What follows belongs to an exercise in optimizing a design on an open flow for small area; a production flow would make more cautious choices.
RTL that was checked went through simulation tests only; none was proved equivalent to the original.

==> run C <==
==> flow/design.v (excerpt) <==
module dct_1d_top (
	input  logic    clk,
	input  logic    rst,
	input  logic    in_valid,
	input  dct_types_pkg::sample_t in_sample,
	output logic         out_valid,
	output dct_ctrl_pkg::sample_idx_t  out_index,
	output dct_types_pkg::coef_t        out_coef
);
clock: 8.0 ns
lec_check: 0
cap_margin: 20
core_margin: 2
core_utilization: 40
cts_cluster_diameter: 60
cts_cluster_size: 30
slew_margin: 20
synth_hierarchical: 1
run.sh (not shown) runs the stock make flow with config.mk's settings and CLKGATE_MAP_FILE= SYNTH_SCRIPT=/design/flow/synth_recipe.tcl, a recipe that flattens the netlist after the stock synthesis.
==> run Z (differences from run C) <==
Settings changed: CORE_UTILIZATION 40 to 60, CTS_CLUSTER_DIAMETER 60 to 80.
==> run G (differences from run C) <==
Settings changed: CTS_CLUSTER_DIAMETER 60 to 80.
==> summary of the runs <==
Between run G and run Z, the lower non-clock buffer count is in run Z (gap 3).
Worst hold slack: run G is worse than run Z (0.0085 ns).
In sequential cell count, run Z and run G do not differ.
The highest core utilization belongs to run Z, the lowest to run G.
In critical path depth, run Z and run G do not differ.
The highest clock skew belongs to run G, the lowest to run Z.
Against run C, the worst setup slack of run Z is lower by 0.11 ns.
Fmax, lowest first: run Z, run G, run C.
First-iteration DRC count, highest first: run Z, run G, run C.


==> branch harbor: inputs <==
dct_1d_top, a different RTL version from the one above (not shown whole).
==> flow/config.mk <==
export PLATFORM = sky130hd
export DESIGN_NAME = dct_1d_top
export DESIGN_NICKNAME = dct_1d_top
export VERILOG_FILES = /design/flow/design.v
export SDC_FILE = /design/flow/constraint.sdc
export NUM_CORES = 4
export LEC_CHECK = 0
export CAP_MARGIN = 20
export CORE_MARGIN = 2
export CORE_UTILIZATION = 40
export SLEW_MARGIN = 20
==> flow/constraint.sdc <==
create_clock -name core_clock -period 8.0 [get_ports {clk}]
set_input_delay 1.6000 -clock core_clock [delete_from_list [all_inputs] [get_ports {clk}]]
set_output_delay 1.6000 -clock core_clock [all_outputs]
set_load 0.01 [all_outputs]
==> branch indigo (differences from branch harbor) <==
--- a/flow/design.v
+++ b/flow/design.v
@@ -73,24 +73,23 @@
 `default_nettype none
 module dct_pair_buffer (
 	input  logic  clk,
 	input  logic  rst,
 	input  logic  done,
 	input  logic [8*(24+2)-1:0] acc,
-	input  logic [8*(24+2)-1:0] acc_next,
 	output logic       out_valid,
 	output dct_ctrl_pkg::sample_idx_t out_index,
 	output dct_types_pkg::coef_t      out_coef
 );
 	localparam int SW = 24 + 2;
 	logic [22+1:0] hold [4];
 	logic [22+1:0] sel;
 	always_ff @(posedge clk) begin
-		if (done) begin
+		if (out_valid && out_index == 3'd0) begin
 			for (int k = 0; k < 4; k++)
-				hold[k] <= acc_next[(k + 4)*SW + 2 +: 22 + 2];
+				hold[k] <= acc[(k + 4)*SW + 2 +: 22 + 2];
 		end
 	end
 	always_ff @(posedge clk or negedge rst) begin
 		if (!rst) begin
 			out_valid <= 1'b0;
 			out_index <= '0;
@@ -125,14 +124,13 @@
 module dct_even_odd_mac (
 	input  logic  clk,
 	input  logic  pair_valid,
 	input  dct_ctrl_pkg::step_t pair_step,
 	input  dct_types_pkg::pair_t pair_sum,
 	input  dct_types_pkg::pair_t pair_diff,
-	output logic [8*(24+2)-1:0] acc,
-	output logic [8*(24+2)-1:0] acc_next
+	output logic [8*(24+2)-1:0] acc
 );
 	logic [23:0] s_x0, s_x4, s_c2, s_c6, s_o1, s_o3, s_o5, s_o7;
 	logic [23:0] n_x0, n_x4, n_c2, n_c6, n_o1, n_o3, n_o5, n_o7;
 	logic [1:0] k_x0, k_x4, k_c2, k_c6, k_o1, k_o3, k_o5, k_o7;
 	logic [1:0] nk_x0, nk_x4, nk_c2, nk_c6, nk_o1, nk_o3, nk_o5, nk_o7;
 	logic  first, keep;
@@ -2521,20 +2519,12 @@
 	assign acc[2*(24+2) +: 24+2] = {k_c6, s_c6};
 	assign acc[3*(24+2) +: 24+2] = {k_o7, s_o7};
 	assign acc[4*(24+2) +: 24+2] = {k_x4, s_x4};
 	assign acc[5*(24+2) +: 24+2] = {k_o1, s_o1};
 	assign acc[6*(24+2) +: 24+2] = {k_c2, s_c2};
 	assign acc[7*(24+2) +: 24+2] = {k_o5, s_o5};
-	assign acc_next[0*(24+2) +: 24+2] = {nk_x0, n_x0};
-	assign acc_next[1*(24+2) +: 24+2] = {nk_o3, n_o3};
-	assign acc_next[2*(24+2) +: 24+2] = {nk_c6, n_c6};
-	assign acc_next[3*(24+2) +: 24+2] = {nk_o7, n_o7};
-	assign acc_next[4*(24+2) +: 24+2] = {nk_x4, n_x4};
-	assign acc_next[5*(24+2) +: 24+2] = {nk_o1, n_o1};
-	assign acc_next[6*(24+2) +: 24+2] = {nk_c2, n_c2};
-	assign acc_next[7*(24+2) +: 24+2] = {nk_o5, n_o5};
 endmodule
 `default_nettype wire
 `default_nettype none
 module dct_1d_top (
 	input  logic    clk,
 	input  logic    rst,
@@ -2546,13 +2536,12 @@
 );
 	logic  pair_valid;
 	dct_ctrl_pkg::step_t pair_step;
 	dct_types_pkg::pair_t pair_sum;
 	dct_types_pkg::pair_t pair_diff;
 	logic [8*(24+2)-1:0] acc;
-	logic [8*(24+2)-1:0] acc_next;
 	dct_butterfly i_butterfly (
 		.clk        (clk),
 		.rst        (rst),
 		.in_valid   (in_valid),
 		.in_sample  (in_sample),
 		.pair_valid (pair_valid),
@@ -2563,21 +2552,19 @@
 	dct_even_odd_mac i_mac (
 		.clk        (clk),
 		.pair_valid (pair_valid),
 		.pair_step  (pair_step),
 		.pair_sum   (pair_sum),
 		.pair_diff  (pair_diff),
-		.acc        (acc),
-		.acc_next   (acc_next)
+		.acc        (acc)
 	);
 	dct_pair_buffer i_out (
 		.clk        (clk),
 		.rst        (rst),
 		.done       (pair_valid && pair_step == 2'd3),
 		.acc        (acc),
-		.acc_next   (acc_next),
 		.out_valid  (out_valid),
 		.out_index  (out_index),
 		.out_coef   (out_coef)
 	);
 endmodule
 `default_nettype wire
- CORE_UTILIZATION: 40 -> 65
- CTS_BUF_LIST: not set -> sky130_fd_sc_hd__clkbuf_4 sky130_fd_sc_hd__clkbuf_8
==> branch sierra (differences from branch harbor) <==
--- a/flow/design.v
+++ b/flow/design.v
@@ -73,24 +73,23 @@
 `default_nettype none
 module dct_pair_buffer (
 	input  logic  clk,
 	input  logic  rst,
 	input  logic  done,
 	input  logic [8*(24+2)-1:0] acc,
-	input  logic [8*(24+2)-1:0] acc_next,
 	output logic       out_valid,
 	output dct_ctrl_pkg::sample_idx_t out_index,
 	output dct_types_pkg::coef_t      out_coef
 );
 	localparam int SW = 24 + 2;
 	logic [22+1:0] hold [4];
 	logic [22+1:0] sel;
 	always_ff @(posedge clk) begin
-		if (done) begin
+		if (out_valid && out_index == 3'd0) begin
 			for (int k = 0; k < 4; k++)
-				hold[k] <= acc_next[(k + 4)*SW + 2 +: 22 + 2];
+				hold[k] <= acc[(k + 4)*SW + 2 +: 22 + 2];
 		end
 	end
 	always_ff @(posedge clk or negedge rst) begin
 		if (!rst) begin
 			out_valid <= 1'b0;
 			out_index <= '0;
@@ -125,14 +124,13 @@
 module dct_even_odd_mac (
 	input  logic  clk,
 	input  logic  pair_valid,
 	input  dct_ctrl_pkg::step_t pair_step,
 	input  dct_types_pkg::pair_t pair_sum,
 	input  dct_types_pkg::pair_t pair_diff,
-	output logic [8*(24+2)-1:0] acc,
-	output logic [8*(24+2)-1:0] acc_next
+	output logic [8*(24+2)-1:0] acc
 );
 	logic [23:0] s_x0, s_x4, s_c2, s_c6, s_o1, s_o3, s_o5, s_o7;
 	logic [23:0] n_x0, n_x4, n_c2, n_c6, n_o1, n_o3, n_o5, n_o7;
 	logic [1:0] k_x0, k_x4, k_c2, k_c6, k_o1, k_o3, k_o5, k_o7;
 	logic [1:0] nk_x0, nk_x4, nk_c2, nk_c6, nk_o1, nk_o3, nk_o5, nk_o7;
 	logic  first, keep;
@@ -2521,20 +2519,12 @@
 	assign acc[2*(24+2) +: 24+2] = {k_c6, s_c6};
 	assign acc[3*(24+2) +: 24+2] = {k_o7, s_o7};
 	assign acc[4*(24+2) +: 24+2] = {k_x4, s_x4};
 	assign acc[5*(24+2) +: 24+2] = {k_o1, s_o1};
 	assign acc[6*(24+2) +: 24+2] = {k_c2, s_c2};
 	assign acc[7*(24+2) +: 24+2] = {k_o5, s_o5};
-	assign acc_next[0*(24+2) +: 24+2] = {nk_x0, n_x0};
-	assign acc_next[1*(24+2) +: 24+2] = {nk_o3, n_o3};
-	assign acc_next[2*(24+2) +: 24+2] = {nk_c6, n_c6};
-	assign acc_next[3*(24+2) +: 24+2] = {nk_o7, n_o7};
-	assign acc_next[4*(24+2) +: 24+2] = {nk_x4, n_x4};
-	assign acc_next[5*(24+2) +: 24+2] = {nk_o1, n_o1};
-	assign acc_next[6*(24+2) +: 24+2] = {nk_c2, n_c2};
-	assign acc_next[7*(24+2) +: 24+2] = {nk_o5, n_o5};
 endmodule
 `default_nettype wire
 `default_nettype none
 module dct_1d_top (
 	input  logic    clk,
 	input  logic    rst,
@@ -2546,13 +2536,12 @@
 );
 	logic  pair_valid;
 	dct_ctrl_pkg::step_t pair_step;
 	dct_types_pkg::pair_t pair_sum;
 	dct_types_pkg::pair_t pair_diff;
 	logic [8*(24+2)-1:0] acc;
-	logic [8*(24+2)-1:0] acc_next;
 	dct_butterfly i_butterfly (
 		.clk        (clk),
 		.rst        (rst),
 		.in_valid   (in_valid),
 		.in_sample  (in_sample),
 		.pair_valid (pair_valid),
@@ -2563,21 +2552,19 @@
 	dct_even_odd_mac i_mac (
 		.clk        (clk),
 		.pair_valid (pair_valid),
 		.pair_step  (pair_step),
 		.pair_sum   (pair_sum),
 		.pair_diff  (pair_diff),
-		.acc        (acc),
-		.acc_next   (acc_next)
+		.acc        (acc)
 	);
 	dct_pair_buffer i_out (
 		.clk        (clk),
 		.rst        (rst),
 		.done       (pair_valid && pair_step == 2'd3),
 		.acc        (acc),
-		.acc_next   (acc_next),
 		.out_valid  (out_valid),
 		.out_index  (out_index),
 		.out_coef   (out_coef)
 	);
 endmodule
 `default_nettype wire
- CTS_CLUSTER_DIAMETER: not set -> 80
- CTS_CLUSTER_SIZE: not set -> 30
==> qor summary <==
|  | branch harbor | branch sierra | branch indigo |
|---|---|---|---|
| Die span in x | 301 um | 303 um | 239 um |
| Detailed-routing wirelength on met1 | 37.7 mm | 37.3 mm | 34.7 mm |
| Combined flip-flop and latch cell area | 12900 um^2 | 12900 um^2 | 12900 um^2 |
| Clock network latency to the later pin of the worst-skew pair | 620 ps | 650 ps | 680 ps |
| Share of cells above drive strength 1 | 7.13% | 7.50% | 9.44% |
| H-tree levels | 2 | 1 | 3 |
| Half-perimeter wire length of the detailed placement result | 66.8 mm | 66.0 mm | 68.3 mm |
| Count of multi-input combinational gates | 1629 | 1666 | 1666 |
| Wire length on met3 | 5.50 mm | 5.41 mm | 7.22 mm |
| Non-Clock Inverter Count | 680 | 678 | 678 |
| DIE AREA | 90800 um^2 | 91800 um^2 | 56900 um^2 |
| Share of the synthesized area in compound gates (AO/OA/AOI/OAI) | 5.24% | 5.06% | 5.06% |
| Count of TritonRoute iterations in the first routing pass | 8 | 22 | 6 |
| Run status | finished clean | finished clean | finished clean |
| Fill count | 8063 | 8165 | 3756 |
| Average via count per standard cell | 4.89 | 4.89 | 5.71 |
| CORE AREA | 88000 um^2 | 88500 um^2 | 54100 um^2 |
| Buffers outside the clock class | 105 | 99 | 87 |
| Minimum clock period | 7590 ps | 7570 ps | 7590 ps |
| Startpoint of the tightest hold check path | i_butterfly.late | i_mac.s_x4[7] | i_mac.s_x4[3] |
| Number of distinct standard cells referenced by the synthesized netlist | 64 | 74 | 74 |
| Die height | 301 um | 303 um | 239 um |
Only the layout flow was run in branch harbor; the RTL was not checked for function there.

-- static timing again, ports no longer ideal --
In the flow no input, the clock included, has a driving cell. The finished layouts below were timed again as built, in two steps. Step 1 (the two cells are an assumption about what drives the block):
set clk [get_ports {clk}]
set_driving_cell -lib_cell sky130_fd_sc_hd__clkbuf_16 $clk
set_driving_cell -lib_cell sky130_fd_sc_hd__buf_2 [delete_from_list [all_inputs] $clk]
Step 2 times the ports against the registers' clock, not the clock port: input delays grow and output delays shrink by t, the midpoint of the rising clock arrivals with the driver on. a / b / c = ideal / step 1 / step 2; a / b = the first two.
run | t, ns | setup slack, ns | worst hold slack (ns) | cell pins on the clock port's net
run C | 0.646 | 0.422 / 0.422 / 0.422 | 0.439 / 0.439 / 0.439 | 1
run Z | 0.685 | 0.310 / 0.310 / 0.310 | 0.453 / 0.453 / 0.453 | 1
run G | 0.678 | 0.400 / 0.400 / 0.400 | 0.444 / 0.444 / 0.444 | 1
branch harbor | 0.669 | 0.405 / 0.405 / 0.405 | 0.434 / 0.434 / 0.434 | 1
branch indigo | 0.726 | 0.408 / 0.408 / 0.408 | 0.433 / 0.433 / 0.433 | 1
branch sierra | 0.697 | 0.431 / 0.431 / 0.431 | 0.447 / 0.447 / 0.447 | 1
After both steps every run listed still meets setup and hold.
